Background: an optimization exercise with open tools, aiming at a short achievable clock period and few clock cycles per item. Do not read the settings as production practice. In this exercise RTL edits were held to simulation tests only and were not proved equivalent to the original.

==> flow/design.v, too long to show whole: its modules and the start of the top module <==
// module cordic_add: 23 lines
// module cordic_carry: 18 lines
// module cordic_sum4: 17 lines
// module cordic_sum3: 12 lines
// module cordic_kmul: 28 lines
// module cordic_iter: 1361 lines
module cordic_iter (
  input  logic        i_clk,
  input  logic        i_rst,
  input  logic        i_valid,
  output logic        o_ready,
  input  logic        i_mode,
  input  logic [23:0] i_x,
  input  logic [23:0] i_y,
  input  logic [23:0] i_theta,
  output logic        o_valid,
  input  logic        i_ready,
  output logic [23:0] o_a,
  output logic [23:0] o_b,
  output logic [23:0] o_z
);
  // ...
==> flow/run.sh <==
#!/bin/bash
# synth_recipe.tcl (not shown) runs the flow's synth.tcl, then flattens the netlist and writes it again
# the make line also repeats each setting of config.mk as NAME=value (left out here)
make -C /OpenROAD-flow-scripts/flow DESIGN_CONFIG=/design/flow/config.mk WORK_HOME=/design/flow/orfs CLKGATE_MAP_FILE= SYNTH_SCRIPT=/design/flow/synth_recipe.tcl finish
==> flow/config.mk <==
export PLATFORM = sky130hd
export DESIGN_NAME = cordic_iter
export DESIGN_NICKNAME = cordic_iter
export VERILOG_FILES = /design/flow/design.v
export SDC_FILE = /design/flow/constraint.sdc
export NUM_CORES = 4
export LEC_CHECK = 0
export CAP_MARGIN = 20
export CORE_MARGIN = 2
export CORE_UTILIZATION = 40
export SETUP_SLACK_MARGIN = 1.5
export SLEW_MARGIN = 20
export SYNTH_HIERARCHICAL = 1
export TNS_END_PERCENT = 100
==> flow/constraint.sdc <==
create_clock -name core_clock -period 10.0 [get_ports {i_clk}]
set_input_delay 2.0000 -clock core_clock [delete_from_list [all_inputs] [get_ports {i_clk}]]
set_output_delay 2.0000 -clock core_clock [all_outputs]
set_load 0.01 [all_outputs]
==> metrics.cfg, run 1 <==
[placement]
place_congestion=0.9341
dp_slack_ps=501.0

[floorplan]
fp.dieW_mm=1.052
nWellTaps=14480
fp.dieArea_um2=1106000
start_util_pct=40.15

[synth]
yosys_warnings=30

[hold_path]
holdPathEnd=r3_md

[finish]
largestClassByArea=multi-input combinational cells
multi_input_comb_cells=41870
multi_input_area_share_pct=78.79

[worst_setup_path]
endpoint=o_a[17]
critPathBufInv=3
worstPathMaxFanout=6
ff2ff_path_depth=27
cp-startpoint=i8_vx[8]
crit_cells=20
critPathTopFamily=adder cells
crit_required_ps=8000

[sta]
final.setup.tns_ps=0
slew_headroom_pct=17.79
layout_setup_ws_ps=1380
fmax_ghz=0.1160

[global_routing]
grt_usage_pct=22.30
grt_pass1_wl_mm=2004
grt-ovfl-total=0

[clocking]
holdBufCountCts=0
postCtsResizedCells=329

[drt]
wl_met2_mm=585.9

[outcome]
status=complete, no violations

Testbench counts, summed over its fixed seeds: cycles 5,128, items 1,280.
==> inputs of run 2 (changes only) <==
--- a/flow/design.v
+++ b/flow/design.v
@@ -68,6 +68,34 @@
   assign c1 = {((a[N-2:0] & b[N-2:0]) | (a[N-2:0] & c[N-2:0]) | (b[N-2:0] & c[N-2:0])), 1'b0};
   cordic_add #(.N(N)) u_add (.a(s1), .b(c1), .cin(cin), .s(s));
 endmodule
+module cordic_kcsa #(parameter int N = 41) (
+  input  logic [N-1:0] e,
+  input  logic [N-1:0] cop,
+  output logic [N-1:0] s,
+  output logic [N-1:0] c
+);
+  logic [N-1:0] t0, t1, t2, t3, t4, t5, t6;
+  logic [N-1:0] as, ac, bs, bc, cs, cc, ds, dc, es, ec;
+  assign t0 = e;
+  assign t1 = e << 2;
+  assign t2 = ~(e << 4);
+  assign t3 = ~(e << 7);
+  assign t4 = ~(e << 10);
+  assign t5 = e << 13;
+  assign t6 = e << 15;
+  assign as = t0 ^ t1 ^ t2;
+  assign ac = ((t0 & t1) | (t0 & t2) | (t1 & t2)) << 1;
+  assign bs = t3 ^ t4 ^ t5;
+  assign bc = ((t3 & t4) | (t3 & t5) | (t4 & t5)) << 1;
+  assign cs = as ^ ac ^ bs;
+  assign cc = ((as & ac) | (as & bs) | (ac & bs)) << 1;
+  assign ds = bc ^ t6 ^ cop;
+  assign dc = ((bc & t6) | (bc & cop) | (t6 & cop)) << 1;
+  assign es = cs ^ cc ^ ds;
+  assign ec = ((cs & cc) | (cs & ds) | (cc & ds)) << 1;
+  assign s  = es ^ ec ^ dc;
+  assign c  = ((es & ec) | (es & dc) | (ec & dc)) << 1;
+endmodule
 module cordic_kmul #(parameter int N = 41) (
   input  logic [N-1:0] e,
   input  logic [N-1:0] cop,
@@ -215,46 +243,48 @@
   assign b1v_xt = b1v_x >> 2;
   assign b1v_Y1 = {{1{b1v_y[25]}}, b1v_y[25:1]};
   assign b1v_yt = {{2{b1v_y[25]}}, b1v_y[25:2]};
-  logic [25:0] b1v1_Q, b1v1_Qt;
+  logic [25:0] b1v1_Q, b1v1_Qt, b1v1_yt;
   logic [24:0] b1v1_R, b1v1_Rt;
-  assign b1v1_Q  = b1v_Y1;
+  assign b1v1_Q  = {{1{1'b0}}, b1v_y[25:1]};
+  assign b1v1_Qt = b1v1_Q >> 2;
+  assign b1v1_yt = {{2{1'b0}}, b1v_y[25:2]};
   assign b1v1_R  = ~b1v_X1;
-  assign b1v1_Qt = {{2{b1v1_Q[25]}}, b1v1_Q[25:2]};
   assign b1v1_Rt = ~(b1v_X1 >> 2);
   logic b1v1_kx;
   cordic_carry #(.N(2)) u9_b1v1_kx (.a(b1v_x[1:0]), .b(b1v1_Q[1:0]), .cin(1'b0), .co(b1v1_kx));
   logic b1v1_ky;
   cordic_carry #(.N(2)) u10_b1v1_ky (.a(b1v_y[1:0]), .b(b1v1_R[1:0]), .cin(1'b1), .co(b1v1_ky));
   logic [25:0] b1v1_y1;
-  cordic_add #(.N(26)) u11_b1v1_y1 (.a(b1v_y), .b({{1{b1v1_R[24]}}, b1v1_R}), .cin(1'b1), .s(b1v1_y1));
+  cordic_add #(.N(26)) u11_b1v1_y1 (.a(b1v_y[25:0]), .b({{1{1'b1}}, b1v1_R}), .cin(1'b1), .s(b1v1_y1));
   logic [24:0] b1v1_y2p;
-  cordic_sum4 #(.N(25)) u12_b1v1_y2p (.a(b1v_y[24:0]), .b(b1v1_R), .c(~b1v_xt), .d(~b1v1_Qt[24:0]), .k0(1'b1), .k1(1'b1), .cin(~b1v1_kx), .s(b1v1_y2p));
+  cordic_sum4 #(.N(25)) u12_b1v1_y2p (.a(b1v_y[24:0]), .b(b1v1_R[24:0]), .c(~b1v_xt[24:0]), .d(~b1v1_Qt[24:0]), .k0(1'b1), .k1(1'b1), .cin(~b1v1_kx), .s(b1v1_y2p));
   logic [24:0] b1v1_x2p;
-  cordic_sum4 #(.N(25)) u13_b1v1_x2p (.a(b1v_x), .b(b1v1_Q[24:0]), .c(b1v_yt[24:0]), .d(b1v1_Rt), .k0(1'b0), .k1(1'b0), .cin(b1v1_ky), .s(b1v1_x2p));
+  cordic_sum4 #(.N(25)) u13_b1v1_x2p (.a(b1v_x[24:0]), .b(b1v1_Q[24:0]), .c(b1v1_yt[24:0]), .d(b1v1_Rt[24:0]), .k0(1'b0), .k1(1'b0), .cin(b1v1_ky), .s(b1v1_x2p));
   logic [24:0] b1v1_y2n;
-  cordic_sum4 #(.N(25)) u14_b1v1_y2n (.a(b1v_y[24:0]), .b(b1v1_R), .c(b1v_xt), .d(b1v1_Qt[24:0]), .k0(1'b1), .k1(1'b0), .cin(b1v1_kx), .s(b1v1_y2n));
+  cordic_sum4 #(.N(25)) u14_b1v1_y2n (.a(b1v_y[24:0]), .b(b1v1_R[24:0]), .c(b1v_xt[24:0]), .d(b1v1_Qt[24:0]), .k0(1'b1), .k1(1'b0), .cin(b1v1_kx), .s(b1v1_y2n));
   logic [24:0] b1v1_x2n;
-  cordic_sum4 #(.N(25)) u15_b1v1_x2n (.a(b1v_x), .b(b1v1_Q[24:0]), .c(~b1v_yt[24:0]), .d(~b1v1_Rt), .k0(1'b1), .k1(1'b0), .cin(~b1v1_ky), .s(b1v1_x2n));
-  logic [25:0] b1v0_Q, b1v0_Qt;
+  cordic_sum4 #(.N(25)) u15_b1v1_x2n (.a(b1v_x[24:0]), .b(b1v1_Q[24:0]), .c(~b1v1_yt[24:0]), .d(~b1v1_Rt[24:0]), .k0(1'b1), .k1(1'b0), .cin(~b1v1_ky), .s(b1v1_x2n));
+  logic [25:0] b1v0_Q, b1v0_Qt, b1v0_yt;
   logic [24:0] b1v0_R, b1v0_Rt;
-  assign b1v0_Q  = ~b1v_Y1;
+  assign b1v0_Q  = ~{{1{1'b1}}, b1v_y[25:1]};
+  assign b1v0_Qt = b1v0_Q >> 2;
+  assign b1v0_yt = {{2{1'b1}}, b1v_y[25:2]};
   assign b1v0_R  = b1v_X1;
-  assign b1v0_Qt = {{2{b1v0_Q[25]}}, b1v0_Q[25:2]};
   assign b1v0_Rt = (b1v_X1 >> 2);
   logic b1v0_kx;
   cordic_carry #(.N(2)) u16_b1v0_kx (.a(b1v_x[1:0]), .b(b1v0_Q[1:0]), .cin(1'b1), .co(b1v0_kx));
   logic b1v0_ky;
   cordic_carry #(.N(2)) u17_b1v0_ky (.a(b1v_y[1:0]), .b(b1v0_R[1:0]), .cin(1'b0), .co(b1v0_ky));
   logic [25:0] b1v0_y1;
-  cordic_add #(.N(26)) u18_b1v0_y1 (.a(b1v_y), .b({{1{1'b0}}, b1v0_R}), .cin(1'b0), .s(b1v0_y1));
+  cordic_add #(.N(26)) u18_b1v0_y1 (.a(b1v_y[25:0]), .b({{1{1'b0}}, b1v0_R}), .cin(1'b0), .s(b1v0_y1));
   logic [24:0] b1v0_y2p;
-  cordic_sum4 #(.N(25)) u19_b1v0_y2p (.a(b1v_y[24:0]), .b(b1v0_R), .c(~b1v_xt), .d(~b1v0_Qt[24:0]), .k0(1'b1), .k1(1'b0), .cin(~b1v0_kx), .s(b1v0_y2p));
+  cordic_sum4 #(.N(25)) u19_b1v0_y2p (.a(b1v_y[24:0]), .b(b1v0_R[24:0]), .c(~b1v_xt[24:0]), .d(~b1v0_Qt[24:0]), .k0(1'b1), .k1(1'b0), .cin(~b1v0_kx), .s(b1v0_y2p));
   logic [24:0] b1v0_x2p;
-  cordic_sum4 #(.N(25)) u20_b1v0_x2p (.a(b1v_x), .b(b1v0_Q[24:0]), .c(b1v_yt[24:0]), .d(b1v0_Rt), .k0(1'b1), .k1(1'b0), .cin(b1v0_ky), .s(b1v0_x2p));
+  cordic_sum4 #(.N(25)) u20_b1v0_x2p (.a(b1v_x[24:0]), .b(b1v0_Q[24:0]), .c(b1v0_yt[24:0]), .d(b1v0_Rt[24:0]), .k0(1'b1), .k1(1'b0), .cin(b1v0_ky), .s(b1v0_x2p));
   logic [24:0] b1v0_y2n;
-  cordic_sum4 #(.N(25)) u21_b1v0_y2n (.a(b1v_y[24:0]), .b(b1v0_R), .c(b1v_xt), .d(b1v0_Qt[24:0]), .k0(1'b0), .k1(1'b0), .cin(b1v0_kx), .s(b1v0_y2n));
+  cordic_sum4 #(.N(25)) u21_b1v0_y2n (.a(b1v_y[24:0]), .b(b1v0_R[24:0]), .c(b1v_xt[24:0]), .d(b1v0_Qt[24:0]), .k0(1'b0), .k1(1'b0), .cin(b1v0_kx), .s(b1v0_y2n));
   logic [24:0] b1v0_x2n;
-  cordic_sum4 #(.N(25)) u22_b1v0_x2n (.a(b1v_x), .b(b1v0_Q[24:0]), .c(~b1v_yt[24:0]), .d(~b1v0_Rt), .k0(1'b1), .k1(1'b1), .cin(~b1v0_ky), .s(b1v0_x2n));
+  cordic_sum4 #(.N(25)) u22_b1v0_x2n (.a(b1v_x[24:0]), .b(b1v0_Q[24:0]), .c(~b1v0_yt[24:0]), .d(~b1v0_Rt[24:0]), .k0(1'b1), .k1(1'b1), .cin(~b1v0_ky), .s(b1v0_x2n));
   logic [19:0] b1r_x, b1r_X1, b1r_xt;
   logic [19:0] b1r_y, b1r_Y1, b1r_yt;
   assign b1r_x  = i1_rx[19:0];
@@ -393,11 +423,12 @@
   assign b2v_xt = b2v_x >> 4;
   assign b2v_Y1 = {{3{b2v_y[24]}}, b2v_y[24:3]};
   assign b2v_yt = {{4{b2v_y[24]}}, b2v_y[24:4]};
-  logic [24:0] b2v1_Q, b2v1_Qt;
+  logic [24:0] b2v1_Q, b2v1_Qt, b2v1_yt;
   logic [24:0] b2v1_R, b2v1_Rt;
-  assign b2v1_Q  = b2v_Y1;
+  assign b2v1_Q  = {{3{1'b0}}, b2v_y[24:3]};
+  assign b2v1_Qt = b2v1_Q >> 4;
+  assign b2v1_yt = {{4{1'b0}}, b2v_y[24:4]};
   assign b2v1_R  = ~b2v_X1;
-  assign b2v1_Qt = {{4{b2v1_Q[24]}}, b2v1_Q[24:4]};
   assign b2v1_Rt = ~(b2v_X1 >> 4);
   logic b2v1_kx;
   cordic_carry #(.N(4)) u45_b2v1_kx (.a(b2v_x[3:0]), .b(b2v1_Q[3:0]), .cin(1'b0), .co(b2v1_kx));
@@ -408,16 +439,17 @@
   logic [22:0] b2v1_y2p;
   cordic_sum4 #(.N(23)) u48_b2v1_y2p (.a(b2v_y[22:0]), .b(b2v1_R[22:0]), .c(~b2v_xt[22:0]), .d(~b2v1_Qt[22:0]), .k0(1'b1), .k1(1'b1), .cin(~b2v1_kx), .s(b2v1_y2p));
   logic [24:0] b2v1_x2p;
-  cordic_sum4 #(.N(25)) u49_b2v1_x2p (.a(b2v_x), .b(b2v1_Q), .c(b2v_yt), .d(b2v1_Rt), .k0(1'b0), .k1(1'b0), .cin(b2v1_ky), .s(b2v1_x2p));
+  cordic_sum4 #(.N(25)) u49_b2v1_x2p (.a(b2v_x[24:0]), .b(b2v1_Q[24:0]), .c(b2v1_yt[24:0]), .d(b2v1_Rt[24:0]), .k0(1'b0), .k1(1'b0), .cin(b2v1_ky), .s(b2v1_x2p));
   logic [22:0] b2v1_y2n;
   cordic_sum4 #(.N(23)) u50_b2v1_y2n (.a(b2v_y[22:0]), .b(b2v1_R[22:0]), .c(b2v_xt[22:0]), .d(b2v1_Qt[22:0]), .k0(1'b1), .k1(1'b0), .cin(b2v1_kx), .s(b2v1_y2n));
   logic [24:0] b2v1_x2n;
-  cordic_sum4 #(.N(25)) u51_b2v1_x2n (.a(b2v_x), .b(b2v1_Q), .c(~b2v_yt), .d(~b2v1_Rt), .k0(1'b1), .k1(1'b0), .cin(~b2v1_ky), .s(b2v1_x2n));
-  logic [24:0] b2v0_Q, b2v0_Qt;
+  cordic_sum4 #(.N(25)) u51_b2v1_x2n (.a(b2v_x[24:0]), .b(b2v1_Q[24:0]), .c(~b2v1_yt[24:0]), .d(~b2v1_Rt[24:0]), .k0(1'b1), .k1(1'b0), .cin(~b2v1_ky), .s(b2v1_x2n));
+  logic [24:0] b2v0_Q, b2v0_Qt, b2v0_yt;
   logic [24:0] b2v0_R, b2v0_Rt;
-  assign b2v0_Q  = ~b2v_Y1;
+  assign b2v0_Q  = ~{{3{1'b1}}, b2v_y[24:3]};
+  assign b2v0_Qt = b2v0_Q >> 4;
+  assign b2v0_yt = {{4{1'b1}}, b2v_y[24:4]};
   assign b2v0_R  = b2v_X1;
-  assign b2v0_Qt = {{4{b2v0_Q[24]}}, b2v0_Q[24:4]};
   assign b2v0_Rt = (b2v_X1 >> 4);
   logic b2v0_kx;
   cordic_carry #(.N(4)) u52_b2v0_kx (.a(b2v_x[3:0]), .b(b2v0_Q[3:0]), .cin(1'b1), .co(b2v0_kx));
@@ -428,11 +460,11 @@
   logic [22:0] b2v0_y2p;
   cordic_sum4 #(.N(23)) u55_b2v0_y2p (.a(b2v_y[22:0]), .b(b2v0_R[22:0]), .c(~b2v_xt[22:0]), .d(~b2v0_Qt[22:0]), .k0(1'b1), .k1(1'b0), .cin(~b2v0_kx), .s(b2v0_y2p));
   logic [24:0] b2v0_x2p;
-  cordic_sum4 #(.N(25)) u56_b2v0_x2p (.a(b2v_x), .b(b2v0_Q), .c(b2v_yt), .d(b2v0_Rt), .k0(1'b1), .k1(1'b0), .cin(b2v0_ky), .s(b2v0_x2p));
+  cordic_sum4 #(.N(25)) u56_b2v0_x2p (.a(b2v_x[24:0]), .b(b2v0_Q[24:0]), .c(b2v0_yt[24:0]), .d(b2v0_Rt[24:0]), .k0(1'b1), .k1(1'b0), .cin(b2v0_ky), .s(b2v0_x2p));
   logic [22:0] b2v0_y2n;
   cordic_sum4 #(.N(23)) u57_b2v0_y2n (.a(b2v_y[22:0]), .b(b2v0_R[22:0]), .c(b2v_xt[22:0]), .d(b2v0_Qt[22:0]), .k0(1'b0), .k1(1'b0), .cin(b2v0_kx), .s(b2v0_y2n));
   logic [24:0] b2v0_x2n;
-  cordic_sum4 #(.N(25)) u58_b2v0_x2n (.a(b2v_x), .b(b2v0_Q), .c(~b2v_yt), .d(~b2v0_Rt), .k0(1'b1), .k1(1'b1), .cin(~b2v0_ky), .s(b2v0_x2n));
+  cordic_sum4 #(.N(25)) u58_b2v0_x2n (.a(b2v_x[24:0]), .b(b2v0_Q[24:0]), .c(~b2v0_yt[24:0]), .d(~b2v0_Rt[24:0]), .k0(1'b1), .k1(1'b1), .cin(~b2v0_ky), .s(b2v0_x2n));
   logic [19:0] b2r_x, b2r_X1, b2r_xt;
   logic [19:0] b2r_y, b2r_Y1, b2r_yt;
   assign b2r_x  = i2_rx[19:0];
@@ -553,11 +585,12 @@
   assign b3v_xt = b3v_x >> 6;
   assign b3v_Y1 = {{5{b3v_y[22]}}, b3v_y[22:5]};
   assign b3v_yt = {{6{b3v_y[22]}}, b3v_y[22:6]};
-  logic [22:0] b3v1_Q, b3v1_Qt;
+  logic [22:0] b3v1_Q, b3v1_Qt, b3v1_yt;
   logic [24:0] b3v1_R, b3v1_Rt;
-  assign b3v1_Q  = b3v_Y1;
+  assign b3v1_Q  = {{5{1'b0}}, b3v_y[22:5]};
+  assign b3v1_Qt = b3v1_Q >> 6;
+  assign b3v1_yt = {{6{1'b0}}, b3v_y[22:6]};
   assign b3v1_R  = ~b3v_X1;
-  assign b3v1_Qt = {{6{b3v1_Q[22]}}, b3v1_Q[22:6]};
   assign b3v1_Rt = ~(b3v_X1 >> 6);
   logic b3v1_kx;
   cordic_carry #(.N(6)) u81_b3v1_kx (.a(b3v_x[5:0]), .b(b3v1_Q[5:0]), .cin(1'b0), .co(b3v1_kx));
@@ -568,16 +601,17 @@
   logic [20:0] b3v1_y2p;
   cordic_sum4 #(.N(21)) u84_b3v1_y2p (.a(b3v_y[20:0]), .b(b3v1_R[20:0]), .c(~b3v_xt[20:0]), .d(~b3v1_Qt[20:0]), .k0(1'b1), .k1(1'b1), .cin(~b3v1_kx), .s(b3v1_y2p));
   logic [24:0] b3v1_x2p;
-  cordic_sum4 #(.N(25)) u85_b3v1_x2p (.a(b3v_x), .b({{2{b3v1_Q[22]}}, b3v1_Q}), .c({{2{b3v_yt[22]}}, b3v_yt}), .d(b3v1_Rt), .k0(1'b0), .k1(1'b0), .cin(b3v1_ky), .s(b3v1_x2p));
+  cordic_sum4 #(.N(25)) u85_b3v1_x2p (.a(b3v_x[24:0]), .b({{2{1'b0}}, b3v1_Q}), .c({{2{1'b0}}, b3v1_yt}), .d(b3v1_Rt[24:0]), .k0(1'b0), .k1(1'b0), .cin(b3v1_ky), .s(b3v1_x2p));
   logic [20:0] b3v1_y2n;
   cordic_sum4 #(.N(21)) u86_b3v1_y2n (.a(b3v_y[20:0]), .b(b3v1_R[20:0]), .c(b3v_xt[20:0]), .d(b3v1_Qt[20:0]), .k0(1'b1), .k1(1'b0), .cin(b3v1_kx), .s(b3v1_y2n));
   logic [24:0] b3v1_x2n;
-  cordic_sum4 #(.N(25)) u87_b3v1_x2n (.a(b3v_x), .b({{2{b3v1_Q[22]}}, b3v1_Q}), .c(~{{2{b3v_yt[22]}}, b3v_yt}), .d(~b3v1_Rt), .k0(1'b1), .k1(1'b0), .cin(~b3v1_ky), .s(b3v1_x2n));
-  logic [22:0] b3v0_Q, b3v0_Qt;
+  cordic_sum4 #(.N(25)) u87_b3v1_x2n (.a(b3v_x[24:0]), .b({{2{1'b0}}, b3v1_Q}), .c(~{{2{1'b0}}, b3v1_yt}), .d(~b3v1_Rt[24:0]), .k0(1'b1), .k1(1'b0), .cin(~b3v1_ky), .s(b3v1_x2n));
+  logic [22:0] b3v0_Q, b3v0_Qt, b3v0_yt;
   logic [24:0] b3v0_R, b3v0_Rt;
-  assign b3v0_Q  = ~b3v_Y1;
+  assign b3v0_Q  = ~{{5{1'b1}}, b3v_y[22:5]};
+  assign b3v0_Qt = b3v0_Q >> 6;
+  assign b3v0_yt = {{6{1'b1}}, b3v_y[22:6]};
   assign b3v0_R  = b3v_X1;
-  assign b3v0_Qt = {{6{b3v0_Q[22]}}, b3v0_Q[22:6]};
   assign b3v0_Rt = (b3v_X1 >> 6);
   logic b3v0_kx;
   cordic_carry #(.N(6)) u88_b3v0_kx (.a(b3v_x[5:0]), .b(b3v0_Q[5:0]), .cin(1'b1), .co(b3v0_kx));
@@ -588,11 +622,11 @@
   logic [20:0] b3v0_y2p;
   cordic_sum4 #(.N(21)) u91_b3v0_y2p (.a(b3v_y[20:0]), .b(b3v0_R[20:0]), .c(~b3v_xt[20:0]), .d(~b3v0_Qt[20:0]), .k0(1'b1), .k1(1'b0), .cin(~b3v0_kx), .s(b3v0_y2p));
   logic [24:0] b3v0_x2p;
-  cordic_sum4 #(.N(25)) u92_b3v0_x2p (.a(b3v_x), .b({{2{b3v0_Q[22]}}, b3v0_Q}), .c({{2{b3v_yt[22]}}, b3v_yt}), .d(b3v0_Rt), .k0(1'b1), .k1(1'b0), .cin(b3v0_ky), .s(b3v0_x2p));
+  cordic_sum4 #(.N(25)) u92_b3v0_x2p (.a(b3v_x[24:0]), .b({{2{1'b0}}, b3v0_Q}), .c({{2{1'b1}}, b3v0_yt}), .d(b3v0_Rt[24:0]), .k0(1'b1), .k1(1'b0), .cin(b3v0_ky), .s(b3v0_x2p));
   logic [20:0] b3v0_y2n;
   cordic_sum4 #(.N(21)) u93_b3v0_y2n (.a(b3v_y[20:0]), .b(b3v0_R[20:0]), .c(b3v_xt[20:0]), .d(b3v0_Qt[20:0]), .k0(1'b0), .k1(1'b0), .cin(b3v0_kx), .s(b3v0_y2n));
   logic [24:0] b3v0_x2n;
-  cordic_sum4 #(.N(25)) u94_b3v0_x2n (.a(b3v_x), .b({{2{b3v0_Q[22]}}, b3v0_Q}), .c(~{{2{b3v_yt[22]}}, b3v_yt}), .d(~b3v0_Rt), .k0(1'b1), .k1(1'b1), .cin(~b3v0_ky), .s(b3v0_x2n));
+  cordic_sum4 #(.N(25)) u94_b3v0_x2n (.a(b3v_x[24:0]), .b({{2{1'b0}}, b3v0_Q}), .c(~{{2{1'b1}}, b3v0_yt}), .d(~b3v0_Rt[24:0]), .k0(1'b1), .k1(1'b1), .cin(~b3v0_ky), .s(b3v0_x2n));
   logic [19:0] b3r_x, b3r_X1, b3r_xt;
   logic [19:0] b3r_y, b3r_Y1, b3r_yt;
   assign b3r_x  = i3_rx[19:0];
@@ -731,11 +765,12 @@
   assign b4v_xt = b4v_x >> 8;
   assign b4v_Y1 = {{7{b4v_y[20]}}, b4v_y[20:7]};
   assign b4v_yt = {{8{b4v_y[20]}}, b4v_y[20:8]};
-  logic [20:0] b4v1_Q, b4v1_Qt;
+  logic [20:0] b4v1_Q, b4v1_Qt, b4v1_yt;
   logic [24:0] b4v1_R, b4v1_Rt;
-  assign b4v1_Q  = b4v_Y1;
+  assign b4v1_Q  = {{7{1'b0}}, b4v_y[20:7]};
+  assign b4v1_Qt = b4v1_Q >> 8;
+  assign b4v1_yt = {{8{1'b0}}, b4v_y[20:8]};
   assign b4v1_R  = ~b4v_X1;
-  assign b4v1_Qt = {{8{b4v1_Q[20]}}, b4v1_Q[20:8]};
   assign b4v1_Rt = ~(b4v_X1 >> 8);
   logic b4v1_kx;
   cordic_carry #(.N(8)) u117_b4v1_kx (.a(b4v_x[7:0]), .b(b4v1_Q[7:0]), .cin(1'b0), .co(b4v1_kx));
@@ -746,16 +781,17 @@
   logic [18:0] b4v1_y2p;
   cordic_sum4 #(.N(19)) u120_b4v1_y2p (.a(b4v_y[18:0]), .b(b4v1_R[18:0]), .c(~b4v_xt[18:0]), .d(~b4v1_Qt[18:0]), .k0(1'b1), .k1(1'b1), .cin(~b4v1_kx), .s(b4v1_y2p));
   logic [24:0] b4v1_x2p;
-  cordic_sum4 #(.N(25)) u121_b4v1_x2p (.a(b4v_x), .b({{4{b4v1_Q[20]}}, b4v1_Q}), .c({{4{b4v_yt[20]}}, b4v_yt}), .d(b4v1_Rt), .k0(1'b0), .k1(1'b0), .cin(b4v1_ky), .s(b4v1_x2p));
+  cordic_sum4 #(.N(25)) u121_b4v1_x2p (.a(b4v_x[24:0]), .b({{4{1'b0}}, b4v1_Q}), .c({{4{1'b0}}, b4v1_yt}), .d(b4v1_Rt[24:0]), .k0(1'b0), .k1(1'b0), .cin(b4v1_ky), .s(b4v1_x2p));
   logic [18:0] b4v1_y2n;
   cordic_sum4 #(.N(19)) u122_b4v1_y2n (.a(b4v_y[18:0]), .b(b4v1_R[18:0]), .c(b4v_xt[18:0]), .d(b4v1_Qt[18:0]), .k0(1'b1), .k1(1'b0), .cin(b4v1_kx), .s(b4v1_y2n));
   logic [24:0] b4v1_x2n;
-  cordic_sum4 #(.N(25)) u123_b4v1_x2n (.a(b4v_x), .b({{4{b4v1_Q[20]}}, b4v1_Q}), .c(~{{4{b4v_yt[20]}}, b4v_yt}), .d(~b4v1_Rt), .k0(1'b1), .k1(1'b0), .cin(~b4v1_ky), .s(b4v1_x2n));
-  logic [20:0] b4v0_Q, b4v0_Qt;
+  cordic_sum4 #(.N(25)) u123_b4v1_x2n (.a(b4v_x[24:0]), .b({{4{1'b0}}, b4v1_Q}), .c(~{{4{1'b0}}, b4v1_yt}), .d(~b4v1_Rt[24:0]), .k0(1'b1), .k1(1'b0), .cin(~b4v1_ky), .s(b4v1_x2n));
+  logic [20:0] b4v0_Q, b4v0_Qt, b4v0_yt;
   logic [24:0] b4v0_R, b4v0_Rt;
-  assign b4v0_Q  = ~b4v_Y1;
+  assign b4v0_Q  = ~{{7{1'b1}}, b4v_y[20:7]};
+  assign b4v0_Qt = b4v0_Q >> 8;
+  assign b4v0_yt = {{8{1'b1}}, b4v_y[20:8]};
   assign b4v0_R  = b4v_X1;
-  assign b4v0_Qt = {{8{b4v0_Q[20]}}, b4v0_Q[20:8]};
   assign b4v0_Rt = (b4v_X1 >> 8);
   logic b4v0_kx;
   cordic_carry #(.N(8)) u124_b4v0_kx (.a(b4v_x[7:0]), .b(b4v0_Q[7:0]), .cin(1'b1), .co(b4v0_kx));
@@ -766,11 +802,11 @@
   logic [18:0] b4v0_y2p;
   cordic_sum4 #(.N(19)) u127_b4v0_y2p (.a(b4v_y[18:0]), .b(b4v0_R[18:0]), .c(~b4v_xt[18:0]), .d(~b4v0_Qt[18:0]), .k0(1'b1), .k1(1'b0), .cin(~b4v0_kx), .s(b4v0_y2p));
   logic [24:0] b4v0_x2p;
-  cordic_sum4 #(.N(25)) u128_b4v0_x2p (.a(b4v_x), .b({{4{b4v0_Q[20]}}, b4v0_Q}), .c({{4{b4v_yt[20]}}, b4v_yt}), .d(b4v0_Rt), .k0(1'b1), .k1(1'b0), .cin(b4v0_ky), .s(b4v0_x2p));
+  cordic_sum4 #(.N(25)) u128_b4v0_x2p (.a(b4v_x[24:0]), .b({{4{1'b0}}, b4v0_Q}), .c({{4{1'b1}}, b4v0_yt}), .d(b4v0_Rt[24:0]), .k0(1'b1), .k1(1'b0), .cin(b4v0_ky), .s(b4v0_x2p));
   logic [18:0] b4v0_y2n;
   cordic_sum4 #(.N(19)) u129_b4v0_y2n (.a(b4v_y[18:0]), .b(b4v0_R[18:0]), .c(b4v_xt[18:0]), .d(b4v0_Qt[18:0]), .k0(1'b0), .k1(1'b0), .cin(b4v0_kx), .s(b4v0_y2n));
   logic [24:0] b4v0_x2n;
-  cordic_sum4 #(.N(25)) u130_b4v0_x2n (.a(b4v_x), .b({{4{b4v0_Q[20]}}, b4v0_Q}), .c(~{{4{b4v_yt[20]}}, b4v_yt}), .d(~b4v0_Rt), .k0(1'b1), .k1(1'b1), .cin(~b4v0_ky), .s(b4v0_x2n));
+  cordic_sum4 #(.N(25)) u130_b4v0_x2n (.a(b4v_x[24:0]), .b({{4{1'b0}}, b4v0_Q}), .c(~{{4{1'b1}}, b4v0_yt}), .d(~b4v0_Rt[24:0]), .k0(1'b1), .k1(1'b1), .cin(~b4v0_ky), .s(b4v0_x2n));
   logic [19:0] b4r_x, b4r_X1, b4r_xt;
   logic [19:0] b4r_y, b4r_Y1, b4r_yt;
   assign b4r_x  = i4_rx[19:0];
@@ -891,11 +927,12 @@
   assign b5v_xt = b5v_x >> 10;
   assign b5v_Y1 = {{9{b5v_y[18]}}, b5v_y[18:9]};
   assign b5v_yt = {{10{b5v_y[18]}}, b5v_y[18:10]};
-  logic [18:0] b5v1_Q, b5v1_Qt;
+  logic [18:0] b5v1_Q, b5v1_Qt, b5v1_yt;
   logic [24:0] b5v1_R, b5v1_Rt;
-  assign b5v1_Q  = b5v_Y1;
+  assign b5v1_Q  = {{9{1'b0}}, b5v_y[18:9]};
+  assign b5v1_Qt = b5v1_Q >> 10;
+  assign b5v1_yt = {{10{1'b0}}, b5v_y[18:10]};
   assign b5v1_R  = ~b5v_X1;
-  assign b5v1_Qt = {{10{b5v1_Q[18]}}, b5v1_Q[18:10]};
   assign b5v1_Rt = ~(b5v_X1 >> 10);
   logic b5v1_kx;
   cordic_carry #(.N(10)) u153_b5v1_kx (.a(b5v_x[9:0]), .b(b5v1_Q[9:0]), .cin(1'b0), .co(b5v1_kx));
@@ -906,16 +943,17 @@
   logic [16:0] b5v1_y2p;
   cordic_sum4 #(.N(17)) u156_b5v1_y2p (.a(b5v_y[16:0]), .b(b5v1_R[16:0]), .c(~b5v_xt[16:0]), .d(~b5v1_Qt[16:0]), .k0(1'b1), .k1(1'b1), .cin(~b5v1_kx), .s(b5v1_y2p));
   logic [24:0] b5v1_x2p;
-  cordic_sum4 #(.N(25)) u157_b5v1_x2p (.a(b5v_x), .b({{6{b5v1_Q[18]}}, b5v1_Q}), .c({{6{b5v_yt[18]}}, b5v_yt}), .d(b5v1_Rt), .k0(1'b0), .k1(1'b0), .cin(b5v1_ky), .s(b5v1_x2p));
+  cordic_sum4 #(.N(25)) u157_b5v1_x2p (.a(b5v_x[24:0]), .b({{6{1'b0}}, b5v1_Q}), .c({{6{1'b0}}, b5v1_yt}), .d(b5v1_Rt[24:0]), .k0(1'b0), .k1(1'b0), .cin(b5v1_ky), .s(b5v1_x2p));
   logic [16:0] b5v1_y2n;
   cordic_sum4 #(.N(17)) u158_b5v1_y2n (.a(b5v_y[16:0]), .b(b5v1_R[16:0]), .c(b5v_xt[16:0]), .d(b5v1_Qt[16:0]), .k0(1'b1), .k1(1'b0), .cin(b5v1_kx), .s(b5v1_y2n));
   logic [24:0] b5v1_x2n;
-  cordic_sum4 #(.N(25)) u159_b5v1_x2n (.a(b5v_x), .b({{6{b5v1_Q[18]}}, b5v1_Q}), .c(~{{6{b5v_yt[18]}}, b5v_yt}), .d(~b5v1_Rt), .k0(1'b1), .k1(1'b0), .cin(~b5v1_ky), .s(b5v1_x2n));
-  logic [18:0] b5v0_Q, b5v0_Qt;
+  cordic_sum4 #(.N(25)) u159_b5v1_x2n (.a(b5v_x[24:0]), .b({{6{1'b0}}, b5v1_Q}), .c(~{{6{1'b0}}, b5v1_yt}), .d(~b5v1_Rt[24:0]), .k0(1'b1), .k1(1'b0), .cin(~b5v1_ky), .s(b5v1_x2n));
+  logic [18:0] b5v0_Q, b5v0_Qt, b5v0_yt;
   logic [24:0] b5v0_R, b5v0_Rt;
-  assign b5v0_Q  = ~b5v_Y1;
+  assign b5v0_Q  = ~{{9{1'b1}}, b5v_y[18:9]};
+  assign b5v0_Qt = b5v0_Q >> 10;
+  assign b5v0_yt = {{10{1'b1}}, b5v_y[18:10]};
   assign b5v0_R  = b5v_X1;
-  assign b5v0_Qt = {{10{b5v0_Q[18]}}, b5v0_Q[18:10]};
   assign b5v0_Rt = (b5v_X1 >> 10);
   logic b5v0_kx;
   cordic_carry #(.N(10)) u160_b5v0_kx (.a(b5v_x[9:0]), .b(b5v0_Q[9:0]), .cin(1'b1), .co(b5v0_kx));
@@ -926,11 +964,11 @@
   logic [16:0] b5v0_y2p;
   cordic_sum4 #(.N(17)) u163_b5v0_y2p (.a(b5v_y[16:0]), .b(b5v0_R[16:0]), .c(~b5v_xt[16:0]), .d(~b5v0_Qt[16:0]), .k0(1'b1), .k1(1'b0), .cin(~b5v0_kx), .s(b5v0_y2p));
   logic [24:0] b5v0_x2p;
-  cordic_sum4 #(.N(25)) u164_b5v0_x2p (.a(b5v_x), .b({{6{b5v0_Q[18]}}, b5v0_Q}), .c({{6{b5v_yt[18]}}, b5v_yt}), .d(b5v0_Rt), .k0(1'b1), .k1(1'b0), .cin(b5v0_ky), .s(b5v0_x2p));
+  cordic_sum4 #(.N(25)) u164_b5v0_x2p (.a(b5v_x[24:0]), .b({{6{1'b0}}, b5v0_Q}), .c({{6{1'b1}}, b5v0_yt}), .d(b5v0_Rt[24:0]), .k0(1'b1), .k1(1'b0), .cin(b5v0_ky), .s(b5v0_x2p));
   logic [16:0] b5v0_y2n;
   cordic_sum4 #(.N(17)) u165_b5v0_y2n (.a(b5v_y[16:0]), .b(b5v0_R[16:0]), .c(b5v_xt[16:0]), .d(b5v0_Qt[16:0]), .k0(1'b0), .k1(1'b0), .cin(b5v0_kx), .s(b5v0_y2n));
   logic [24:0] b5v0_x2n;
-  cordic_sum4 #(.N(25)) u166_b5v0_x2n (.a(b5v_x), .b({{6{b5v0_Q[18]}}, b5v0_Q}), .c(~{{6{b5v_yt[18]}}, b5v_yt}), .d(~b5v0_Rt), .k0(1'b1), .k1(1'b1), .cin(~b5v0_ky), .s(b5v0_x2n));
+  cordic_sum4 #(.N(25)) u166_b5v0_x2n (.a(b5v_x[24:0]), .b({{6{1'b0}}, b5v0_Q}), .c(~{{6{1'b1}}, b5v0_yt}), .d(~b5v0_Rt[24:0]), .k0(1'b1), .k1(1'b1), .cin(~b5v0_ky), .s(b5v0_x2n));
   logic [19:0] b5r_x, b5r_X1, b5r_xt;
   logic [19:0] b5r_y, b5r_Y1, b5r_yt;
   assign b5r_x  = i5_rx[19:0];
@@ -1036,14 +1074,16 @@
   logic r3_md;
   logic r3_zr;
   always_ff @(posedge i_clk) begin
-    r3_vx <= o5_vx;
-    r3_vy <= o5_vy;
-    r3_vz <= o5_vz;
-    r3_rx <= o5_rx;
-    r3_ry <= o5_ry;
-    r3_rz <= o5_rz;
-    r3_md <= o5_md;
-    r3_zr <= o5_zr;
+    if (v[2]) begin
+      r3_vx <= o5_vx;
+      r3_vy <= o5_vy;
+      r3_vz <= o5_vz;
+      r3_rx <= o5_rx;
+      r3_ry <= o5_ry;
+      r3_rz <= o5_rz;
+      r3_md <= o5_md;
+      r3_zr <= o5_zr;
+    end
   end
   assign i6_vx = r3_vx;
   assign i6_vy = r3_vy;
@@ -1069,11 +1109,12 @@
   assign b6v_xt = b6v_x >> 12;
   assign b6v_Y1 = {{11{b6v_y[16]}}, b6v_y[16:11]};
   assign b6v_yt = {{12{b6v_y[16]}}, b6v_y[16:12]};
-  logic [16:0] b6v1_Q, b6v1_Qt;
+  logic [16:0] b6v1_Q, b6v1_Qt, b6v1_yt;
   logic [24:0] b6v1_R, b6v1_Rt;
-  assign b6v1_Q  = b6v_Y1;
+  assign b6v1_Q  = {{11{1'b0}}, b6v_y[16:11]};
+  assign b6v1_Qt = b6v1_Q >> 12;
+  assign b6v1_yt = {{12{1'b0}}, b6v_y[16:12]};
   assign b6v1_R  = ~b6v_X1;
-  assign b6v1_Qt = {{12{b6v1_Q[16]}}, b6v1_Q[16:12]};
   assign b6v1_Rt = ~(b6v_X1 >> 12);
   logic b6v1_kx;
   cordic_carry #(.N(12)) u189_b6v1_kx (.a(b6v_x[11:0]), .b(b6v1_Q[11:0]), .cin(1'b0), .co(b6v1_kx));
@@ -1084,16 +1125,17 @@
   logic [14:0] b6v1_y2p;
   cordic_sum4 #(.N(15)) u192_b6v1_y2p (.a(b6v_y[14:0]), .b(b6v1_R[14:0]), .c(~b6v_xt[14:0]), .d(~b6v1_Qt[14:0]), .k0(1'b1), .k1(1'b1), .cin(~b6v1_kx), .s(b6v1_y2p));
   logic [24:0] b6v1_x2p;
-  cordic_sum4 #(.N(25)) u193_b6v1_x2p (.a(b6v_x), .b({{8{b6v1_Q[16]}}, b6v1_Q}), .c({{8{b6v_yt[16]}}, b6v_yt}), .d(b6v1_Rt), .k0(1'b0), .k1(1'b0), .cin(b6v1_ky), .s(b6v1_x2p));
+  cordic_sum4 #(.N(25)) u193_b6v1_x2p (.a(b6v_x[24:0]), .b({{8{1'b0}}, b6v1_Q}), .c({{8{1'b0}}, b6v1_yt}), .d(b6v1_Rt[24:0]), .k0(1'b0), .k1(1'b0), .cin(b6v1_ky), .s(b6v1_x2p));
   logic [14:0] b6v1_y2n;
   cordic_sum4 #(.N(15)) u194_b6v1_y2n (.a(b6v_y[14:0]), .b(b6v1_R[14:0]), .c(b6v_xt[14:0]), .d(b6v1_Qt[14:0]), .k0(1'b1), .k1(1'b0), .cin(b6v1_kx), .s(b6v1_y2n));
   logic [24:0] b6v1_x2n;
-  cordic_sum4 #(.N(25)) u195_b6v1_x2n (.a(b6v_x), .b({{8{b6v1_Q[16]}}, b6v1_Q}), .c(~{{8{b6v_yt[16]}}, b6v_yt}), .d(~b6v1_Rt), .k0(1'b1), .k1(1'b0), .cin(~b6v1_ky), .s(b6v1_x2n));
-  logic [16:0] b6v0_Q, b6v0_Qt;
+  cordic_sum4 #(.N(25)) u195_b6v1_x2n (.a(b6v_x[24:0]), .b({{8{1'b0}}, b6v1_Q}), .c(~{{8{1'b0}}, b6v1_yt}), .d(~b6v1_Rt[24:0]), .k0(1'b1), .k1(1'b0), .cin(~b6v1_ky), .s(b6v1_x2n));
+  logic [16:0] b6v0_Q, b6v0_Qt, b6v0_yt;
   logic [24:0] b6v0_R, b6v0_Rt;
-  assign b6v0_Q  = ~b6v_Y1;
+  assign b6v0_Q  = ~{{11{1'b1}}, b6v_y[16:11]};
+  assign b6v0_Qt = b6v0_Q >> 12;
+  assign b6v0_yt = {{12{1'b1}}, b6v_y[16:12]};
   assign b6v0_R  = b6v_X1;
-  assign b6v0_Qt = {{12{b6v0_Q[16]}}, b6v0_Q[16:12]};
   assign b6v0_Rt = (b6v_X1 >> 12);
   logic b6v0_kx;
   cordic_carry #(.N(12)) u196_b6v0_kx (.a(b6v_x[11:0]), .b(b6v0_Q[11:0]), .cin(1'b1), .co(b6v0_kx));
@@ -1104,11 +1146,11 @@
   logic [14:0] b6v0_y2p;
   cordic_sum4 #(.N(15)) u199_b6v0_y2p (.a(b6v_y[14:0]), .b(b6v0_R[14:0]), .c(~b6v_xt[14:0]), .d(~b6v0_Qt[14:0]), .k0(1'b1), .k1(1'b0), .cin(~b6v0_kx), .s(b6v0_y2p));
   logic [24:0] b6v0_x2p;
-  cordic_sum4 #(.N(25)) u200_b6v0_x2p (.a(b6v_x), .b({{8{b6v0_Q[16]}}, b6v0_Q}), .c({{8{b6v_yt[16]}}, b6v_yt}), .d(b6v0_Rt), .k0(1'b1), .k1(1'b0), .cin(b6v0_ky), .s(b6v0_x2p));
+  cordic_sum4 #(.N(25)) u200_b6v0_x2p (.a(b6v_x[24:0]), .b({{8{1'b0}}, b6v0_Q}), .c({{8{1'b1}}, b6v0_yt}), .d(b6v0_Rt[24:0]), .k0(1'b1), .k1(1'b0), .cin(b6v0_ky), .s(b6v0_x2p));
   logic [14:0] b6v0_y2n;
   cordic_sum4 #(.N(15)) u201_b6v0_y2n (.a(b6v_y[14:0]), .b(b6v0_R[14:0]), .c(b6v_xt[14:0]), .d(b6v0_Qt[14:0]), .k0(1'b0), .k1(1'b0), .cin(b6v0_kx), .s(b6v0_y2n));
   logic [24:0] b6v0_x2n;
-  cordic_sum4 #(.N(25)) u202_b6v0_x2n (.a(b6v_x), .b({{8{b6v0_Q[16]}}, b6v0_Q}), .c(~{{8{b6v_yt[16]}}, b6v_yt}), .d(~b6v0_Rt), .k0(1'b1), .k1(1'b1), .cin(~b6v0_ky), .s(b6v0_x2n));
+  cordic_sum4 #(.N(25)) u202_b6v0_x2n (.a(b6v_x[24:0]), .b({{8{1'b0}}, b6v0_Q}), .c(~{{8{1'b1}}, b6v0_yt}), .d(~b6v0_Rt[24:0]), .k0(1'b1), .k1(1'b1), .cin(~b6v0_ky), .s(b6v0_x2n));
   logic [19:0] b6r_x, b6r_X1, b6r_xt;
   logic [19:0] b6r_y, b6r_Y1, b6r_yt;
   assign b6r_x  = i6_rx[19:0];
@@ -1229,11 +1271,12 @@
   assign b7v_xt = b7v_x >> 14;
   assign b7v_Y1 = {{13{b7v_y[14]}}, b7v_y[14:13]};
   assign b7v_yt = {{14{b7v_y[14]}}, b7v_y[14:14]};
-  logic [14:0] b7v1_Q, b7v1_Qt;
+  logic [14:0] b7v1_Q, b7v1_Qt, b7v1_yt;
   logic [24:0] b7v1_R, b7v1_Rt;
-  assign b7v1_Q  = b7v_Y1;
+  assign b7v1_Q  = {{13{1'b0}}, b7v_y[14:13]};
+  assign b7v1_Qt = b7v1_Q >> 14;
+  assign b7v1_yt = {{14{1'b0}}, b7v_y[14:14]};
   assign b7v1_R  = ~b7v_X1;
-  assign b7v1_Qt = {{14{b7v1_Q[14]}}, b7v1_Q[14:14]};
   assign b7v1_Rt = ~(b7v_X1 >> 14);
   logic b7v1_kx;
   cordic_carry #(.N(14)) u225_b7v1_kx (.a(b7v_x[13:0]), .b(b7v1_Q[13:0]), .cin(1'b0), .co(b7v1_kx));
@@ -1244,16 +1287,17 @@
   logic [12:0] b7v1_y2p;
   cordic_sum4 #(.N(13)) u228_b7v1_y2p (.a(b7v_y[12:0]), .b(b7v1_R[12:0]), .c(~b7v_xt[12:0]), .d(~b7v1_Qt[12:0]), .k0(1'b1), .k1(1'b1), .cin(~b7v1_kx), .s(b7v1_y2p));
   logic [24:0] b7v1_x2p;
-  cordic_sum4 #(.N(25)) u229_b7v1_x2p (.a(b7v_x), .b({{10{b7v1_Q[14]}}, b7v1_Q}), .c({{10{b7v_yt[14]}}, b7v_yt}), .d(b7v1_Rt), .k0(1'b0), .k1(1'b0), .cin(b7v1_ky), .s(b7v1_x2p));
+  cordic_sum4 #(.N(25)) u229_b7v1_x2p (.a(b7v_x[24:0]), .b({{10{1'b0}}, b7v1_Q}), .c({{10{1'b0}}, b7v1_yt}), .d(b7v1_Rt[24:0]), .k0(1'b0), .k1(1'b0), .cin(b7v1_ky), .s(b7v1_x2p));
   logic [12:0] b7v1_y2n;
   cordic_sum4 #(.N(13)) u230_b7v1_y2n (.a(b7v_y[12:0]), .b(b7v1_R[12:0]), .c(b7v_xt[12:0]), .d(b7v1_Qt[12:0]), .k0(1'b1), .k1(1'b0), .cin(b7v1_kx), .s(b7v1_y2n));
   logic [24:0] b7v1_x2n;
-  cordic_sum4 #(.N(25)) u231_b7v1_x2n (.a(b7v_x), .b({{10{b7v1_Q[14]}}, b7v1_Q}), .c(~{{10{b7v_yt[14]}}, b7v_yt}), .d(~b7v1_Rt), .k0(1'b1), .k1(1'b0), .cin(~b7v1_ky), .s(b7v1_x2n));
-  logic [14:0] b7v0_Q, b7v0_Qt;
+  cordic_sum4 #(.N(25)) u231_b7v1_x2n (.a(b7v_x[24:0]), .b({{10{1'b0}}, b7v1_Q}), .c(~{{10{1'b0}}, b7v1_yt}), .d(~b7v1_Rt[24:0]), .k0(1'b1), .k1(1'b0), .cin(~b7v1_ky), .s(b7v1_x2n));
+  logic [14:0] b7v0_Q, b7v0_Qt, b7v0_yt;
   logic [24:0] b7v0_R, b7v0_Rt;
-  assign b7v0_Q  = ~b7v_Y1;
+  assign b7v0_Q  = ~{{13{1'b1}}, b7v_y[14:13]};
+  assign b7v0_Qt = b7v0_Q >> 14;
+  assign b7v0_yt = {{14{1'b1}}, b7v_y[14:14]};
   assign b7v0_R  = b7v_X1;
-  assign b7v0_Qt = {{14{b7v0_Q[14]}}, b7v0_Q[14:14]};
   assign b7v0_Rt = (b7v_X1 >> 14);
   logic b7v0_kx;
   cordic_carry #(.N(14)) u232_b7v0_kx (.a(b7v_x[13:0]), .b(b7v0_Q[13:0]), .cin(1'b1), .co(b7v0_kx));
@@ -1264,11 +1308,11 @@
   logic [12:0] b7v0_y2p;
   cordic_sum4 #(.N(13)) u235_b7v0_y2p (.a(b7v_y[12:0]), .b(b7v0_R[12:0]), .c(~b7v_xt[12:0]), .d(~b7v0_Qt[12:0]), .k0(1'b1), .k1(1'b0), .cin(~b7v0_kx), .s(b7v0_y2p));
   logic [24:0] b7v0_x2p;
-  cordic_sum4 #(.N(25)) u236_b7v0_x2p (.a(b7v_x), .b({{10{b7v0_Q[14]}}, b7v0_Q}), .c({{10{b7v_yt[14]}}, b7v_yt}), .d(b7v0_Rt), .k0(1'b1), .k1(1'b0), .cin(b7v0_ky), .s(b7v0_x2p));
+  cordic_sum4 #(.N(25)) u236_b7v0_x2p (.a(b7v_x[24:0]), .b({{10{1'b0}}, b7v0_Q}), .c({{10{1'b1}}, b7v0_yt}), .d(b7v0_Rt[24:0]), .k0(1'b1), .k1(1'b0), .cin(b7v0_ky), .s(b7v0_x2p));
   logic [12:0] b7v0_y2n;
   cordic_sum4 #(.N(13)) u237_b7v0_y2n (.a(b7v_y[12:0]), .b(b7v0_R[12:0]), .c(b7v_xt[12:0]), .d(b7v0_Qt[12:0]), .k0(1'b0), .k1(1'b0), .cin(b7v0_kx), .s(b7v0_y2n));
   logic [24:0] b7v0_x2n;
-  cordic_sum4 #(.N(25)) u238_b7v0_x2n (.a(b7v_x), .b({{10{b7v0_Q[14]}}, b7v0_Q}), .c(~{{10{b7v_yt[14]}}, b7v_yt}), .d(~b7v0_Rt), .k0(1'b1), .k1(1'b1), .cin(~b7v0_ky), .s(b7v0_x2n));
+  cordic_sum4 #(.N(25)) u238_b7v0_x2n (.a(b7v_x[24:0]), .b({{10{1'b0}}, b7v0_Q}), .c(~{{10{1'b1}}, b7v0_yt}), .d(~b7v0_Rt[24:0]), .k0(1'b1), .k1(1'b1), .cin(~b7v0_ky), .s(b7v0_x2n));
   logic [19:0] b7r_x, b7r_X1, b7r_xt;
   logic [19:0] b7r_y, b7r_Y1, b7r_yt;
   assign b7r_x  = i7_rx[19:0];
@@ -1374,16 +1418,14 @@
   logic r4_md;
   logic r4_zr;
   always_ff @(posedge i_clk) begin
-    if (!hold) begin
-      r4_vx <= o7_vx;
-      r4_vy <= o7_vy;
-      r4_vz <= o7_vz;
-      r4_rx <= o7_rx;
-      r4_ry <= o7_ry;
-      r4_rz <= o7_rz;
-      r4_md <= o7_md;
-      r4_zr <= o7_zr;
-    end
+    r4_vx <= o7_vx;
+    r4_vy <= o7_vy;
+    r4_vz <= o7_vz;
+    r4_rx <= o7_rx;
+    r4_ry <= o7_ry;
+    r4_rz <= o7_rz;
+    r4_md <= o7_md;
+    r4_zr <= o7_zr;
   end
   assign i8_vx = r4_vx;
   assign i8_vy = r4_vy;
@@ -1395,8 +1437,8 @@
   assign i8_zr = r4_zr;
   logic [40:0] b8_vk;
   assign b8_vk = i8_vy[25] ? 41'h00000009b78 : 41'h00000000003;
-  logic [40:0] b8_pv;
-  cordic_kmul #(.N(41)) u261_b8_pv (.e({{16{1'b0}}, i8_vx[24:0]}), .cop(b8_vk), .p(b8_pv));
+  logic [40:0] b8_pv_s, b8_pv_c;
+  cordic_kcsa #(.N(41)) u261_b8_pv (.e({{16{1'b0}}, i8_vx[24:0]}), .cop(b8_vk), .s(b8_pv_s), .c(b8_pv_c));
   logic [3:0] b8_kx_sel;
   logic [39:0] b8_kx;
   assign b8_kx_sel = {i8_rz[19], i8_ry[17:15]};
@@ -1437,10 +1479,10 @@
     (b8_ky_sel == 4'b1101) ? 40'h000001d262 :
     (b8_ky_sel == 4'b1110) ? 40'h00000136ed :
     40'h0000009b78;
-  logic [39:0] b8_prx;
-  cordic_kmul #(.N(40)) u262_b8_prx (.e({{20{i8_rx[19]}}, i8_rx}), .cop(b8_kx), .p(b8_prx));
-  logic [39:0] b8_pry;
-  cordic_kmul #(.N(40)) u263_b8_pry (.e({{20{i8_ry[19]}}, i8_ry}), .cop(b8_ky), .p(b8_pry));
+  logic [39:0] b8_prx_s, b8_prx_c;
+  cordic_kcsa #(.N(40)) u262_b8_prx (.e({{20{i8_rx[19]}}, i8_rx}), .cop(b8_kx), .s(b8_prx_s), .c(b8_prx_c));
+  logic [39:0] b8_pry_s, b8_pry_c;
+  cordic_kcsa #(.N(40)) u263_b8_pry (.e({{20{i8_ry[19]}}, i8_ry}), .cop(b8_ky), .s(b8_pry_s), .c(b8_pry_c));
   logic [23:0] b8_vz16a;
   cordic_add #(.N(24)) u264_b8_vz16a (.a(i8_vz), .b(24'h000002), .cin(1'b0), .s(b8_vz16a));
   logic [23:0] b8_vz16b;
@@ -1449,11 +1491,44 @@
   cordic_add #(.N(20)) u266_b8_rz16a (.a(i8_rz), .b(20'h00002), .cin(1'b0), .s(b8_rz16a));
   logic [19:0] b8_rz16b;
   cordic_add #(.N(20)) u267_b8_rz16b (.a(i8_rz), .b(20'hffffe), .cin(1'b0), .s(b8_rz16b));
-  logic [23:0] b8_va, b8_vz, b8_rz;
-  assign b8_va = (b8_pv[40] | b8_pv[39]) ? 24'h7fffff : {1'b0, b8_pv[38:16]};
+  logic b8_sat1, b8_sat0, b8_vsat;
+  assign b8_sat1 = i8_vx[24:0] >= 25'd13814002;
+  assign b8_sat0 = i8_vx[24:0] >= 25'd13814001;
+  assign b8_vsat = i8_vy[25] ? b8_sat0 : b8_sat1;
+  logic [23:0] b8_vz, b8_rz;
   assign b8_vz = i8_vy[25] ? b8_vz16b : b8_vz16a;
   assign b8_rz = i8_rz[19] ? {{4{b8_rz16a[19]}}, b8_rz16a} : {{4{b8_rz16b[19]}}, b8_rz16b};
-  assign o_a = i8_md ? (i8_zr ? 24'd0 : b8_va) : b8_prx[39:16];
-  assign o_b = i8_md ? 24'd0 : b8_pry[39:16];
-  assign o_z = i8_md ? (i8_zr ? 24'd0 : b8_vz) : b8_rz;
+  logic f_vsat;
+  logic [40:0] f_pv_s;
+  logic [40:0] f_pv_c;
+  logic [39:0] f_prx_s;
+  logic [39:0] f_prx_c;
+  logic [39:0] f_pry_s;
+  logic [39:0] f_pry_c;
+  logic [23:0] f_vz;
+  logic [23:0] f_rz;
+  logic f_md;
+  logic f_zr;
+  assign f_vsat = b8_vsat;
+  assign f_pv_s = b8_pv_s;
+  assign f_pv_c = b8_pv_c;
+  assign f_prx_s = b8_prx_s;
+  assign f_prx_c = b8_prx_c;
+  assign f_pry_s = b8_pry_s;
+  assign f_pry_c = b8_pry_c;
+  assign f_vz = b8_vz;
+  assign f_rz = b8_rz;
+  assign f_md = i8_md;
+  assign f_zr = i8_zr;
+  logic [40:0] b8_pv;
+  cordic_add #(.N(41)) u268_b8_pv (.a(f_pv_s), .b(f_pv_c), .cin(1'b0), .s(b8_pv));
+  logic [39:0] b8_prx;
+  cordic_add #(.N(40)) u269_b8_prx (.a(f_prx_s), .b(f_prx_c), .cin(1'b0), .s(b8_prx));
+  logic [39:0] b8_pry;
+  cordic_add #(.N(40)) u270_b8_pry (.a(f_pry_s), .b(f_pry_c), .cin(1'b0), .s(b8_pry));
+  logic [23:0] b8_va;
+  assign b8_va = f_vsat ? 24'h7fffff : {1'b0, b8_pv[38:16]};
+  assign o_a = f_md ? (f_zr ? 24'd0 : b8_va) : b8_prx[39:16];
+  assign o_b = f_md ? 24'd0 : b8_pry[39:16];
+  assign o_z = f_md ? (f_zr ? 24'd0 : f_vz) : f_rz;
 endmodule
--- a/flow/config.mk
+++ b/flow/config.mk
@@ -8,7 +8,7 @@
 export CAP_MARGIN = 20
 export CORE_MARGIN = 2
 export CORE_UTILIZATION = 40
-export SETUP_SLACK_MARGIN = 1.5
+export SETUP_SLACK_MARGIN = 3.0
 export SLEW_MARGIN = 20
 export SYNTH_HIERARCHICAL = 1
 export TNS_END_PERCENT = 100
==> metrics.cfg, run 2 <==
[clocking]
cts_root_buffer=clkbuf_16
cts_buffers=89
insertion_delay_ps=970
cts_tree=built
cts.clk_slew.worst_paths_ps=50
htreeDepth=3
cts_sinks=512
holdBufCountCts=0  ; unchanged
clock_tree.buffer_depth=4

[sta]
worstMarginPinSlew_ps=1389
period_minus_slack_ps=8049
fmax_ghz=0.1242  ; +7.1%
setup_viol=0
finalHoldViolCount=0
skew_ps=95.01
fin_crit_sh_pct=80.49
slew_headroom_pct=7.378  ; -10 points
report.final.slew_viol_count=0
rsz0062_at_grt=yes

[synth]
syn_area_um2=442200
yosys_warnings=30  ; unchanged
syn_avg_cell_area_um2=7.750
syn_inst=57060

[floorplan]
fp.dieW_mm=1.055  ; +0.36%
fp.dieArea_um2=1114000  ; +0.72%
ios=151
core_area_um2=1104000
die_y_mm=1.055
num_rows=386
start_util_pct=40.07  ; -0.076 points

[worst_setup_path]
path_cells=clkinvlp_4 -> buf_8 -> mux2i_1 -> inv_1 -> fa_1 -> fa_1 -> inv_2 -> fa_2 -> ha_4 -> and3_4 -> and2_4 -> nand4_1 -> o2111ai_4 -> nand2_2 -> o211ai_1 -> nand2_1 -> xnor2_1 -> inv_1 -> o21ai_1 -> o31a_1 -> buf_2
crit_required_ps=8000  ; about the same
max_stage_delay_ps=560
end_kind=output pin
slowest_stage=fa_1
worstPathMaxFanout=5  ; -1
crit_arrival_ps=6050
start_kind=flip-flop
critPathKind=reg2out

[finish]
fill_cells=108300
nNetsFinal=73000
finalNonFillerCells=77660
final_common_cell=inv_1
postLayoutCellArea_um2=532000
final_util_pct=48.20
area_growth_pct=20.30
layout_common_cells=inv_1 (14290), fa_1 (5258), conb_1 (4258)
drive_gt1_share_pct=15.89

[placement]
hpwlAfterDp_mm=1084
place_area_um2=476200
port_buffers=150
place_congestion=0.9276  ; -0.70%
dpl.cell_count=75360

[drt]
first_pass_iters=6
drt_iter0_markers=24640
viasPerCell=5.156
wl_per_cell_um=17.92
dr_total_vias=400400
route.detailed.drc=0
drt-total-wl_mm=1392
ant_nets=0

[global_routing]
grt_usage_pct=23.92  ; +1.6 points
top_usage_layer=met2
grt_use_met1_pct=32.09
grt_use_met2_pct=41.04
grtUsageMet3_pct=1.714
grt-ovfl-total=0  ; unchanged
antenna_found_initial=25
grt_max_degree=128
grt_pass1_wl_mm=2150  ; +7.3%
grt_pass1_vias=390500

[run]
drv_cap=0

[hold_path]
hp-class=reg2reg

[outcome]
status=complete, no violations

[run 2: final cells by class]
cell class	instances	area (um^2)	area share (%)
sequential	512	12060	2.267
inverter	15070	57660	10.84
timing repair buffer	3026	30440	5.721
clock buffer	106	2446	0.4598
antenna	23	57.56	0.01082
multi-input combinational	44120	410200	77.11
tap	14740	18450	3.468
clock inverter	54	639.4	0.1202
timing repair inverter	3	23.77	0.004469
[run 2: what timing repair did]
action	4_1_cts	5_1_grt
gates resized for setup	5568	2618
buffers inserted	1335	684
endpoints found under the setup margin	504	486
cloned	56	39
pin swaps	1588	1570
[run 2: metrics by stage]
| stage | worst slack [ps] | hold slack, ps | setup TNS, ps |
|---|---|---|---|
| after detailed placement | 540.9 | 323.5 | 0 |
| after floorplan | -1810 | 309.6 | -52070 |
| final | 1951 | 328.5 | 0 |
| after global routing | 1691 | 342.9 | 0 |
| after CTS | 1881 | 329.6 | 0 |
| after global placement | 464.7 | 315.2 | 0 |
[run 2: path summary, 6_finish.rpt]
check            start         to  slack, ps  cells past startpoint
min reg2reg      r1_md      r2_md        330                      0
max          r4_rz[19]    o_a[22]       1950                     21
min              r1_md      r2_md        330                      0
max reg2reg  r3_ry[12]  r4_rx[18]       2220                     33
[run 2: critical path: cells and delay by family (launching register included)]
kind            cells  cell delay, ps
flops               1             520
fa+ha+maj           4            1820
buf+inv             6             730
simple gates        5             800
mux                 1             150
compound gates      4             940
xor+xnor            1             150
[run 2: per-layer routing]
layer	part of all wire, %	vias up
met2	47	9002
met5	0.0088	-
met4	4.0	18
li1	-	194800
met3	4.6	2083
met1	44	194500
Testbench counts of run 2, summed over its fixed seeds: cycles 5,128, items 1,280.

-- port drivers added, routing unchanged --
Ports are ideal in the flow. The routed layouts listed here were re-timed in OpenROAD. Step 1 (the two cells are an assumption about what drives the block):
set clk [get_ports {i_clk}]
set_driving_cell -lib_cell sky130_fd_sc_hd__clkbuf_16 $clk
set_driving_cell -lib_cell sky130_fd_sc_hd__buf_2 [delete_from_list [all_inputs] $clk]
Step 2, shift: input delay + t, output delay - t, t = (earliest + latest rising clock arrival at the registers) / 2. This alone moves slack from input paths to output paths. a / b / c = ideal ports / drivers / drivers and shift; a / b = the first two.
run	shift t [ns]	setup WS [ns]	worst data-port slew with drivers (ns)
run 1	1.052	1.380 / 1.204 / 0.806	0.09
run 2	1.088	1.951 / 1.783 / 1.827	0.07
After both steps every run listed still meets setup and hold. The setup slack of run 1, which loses most, moves by -0.176 ns with the drivers and by -0.574 ns with both steps.
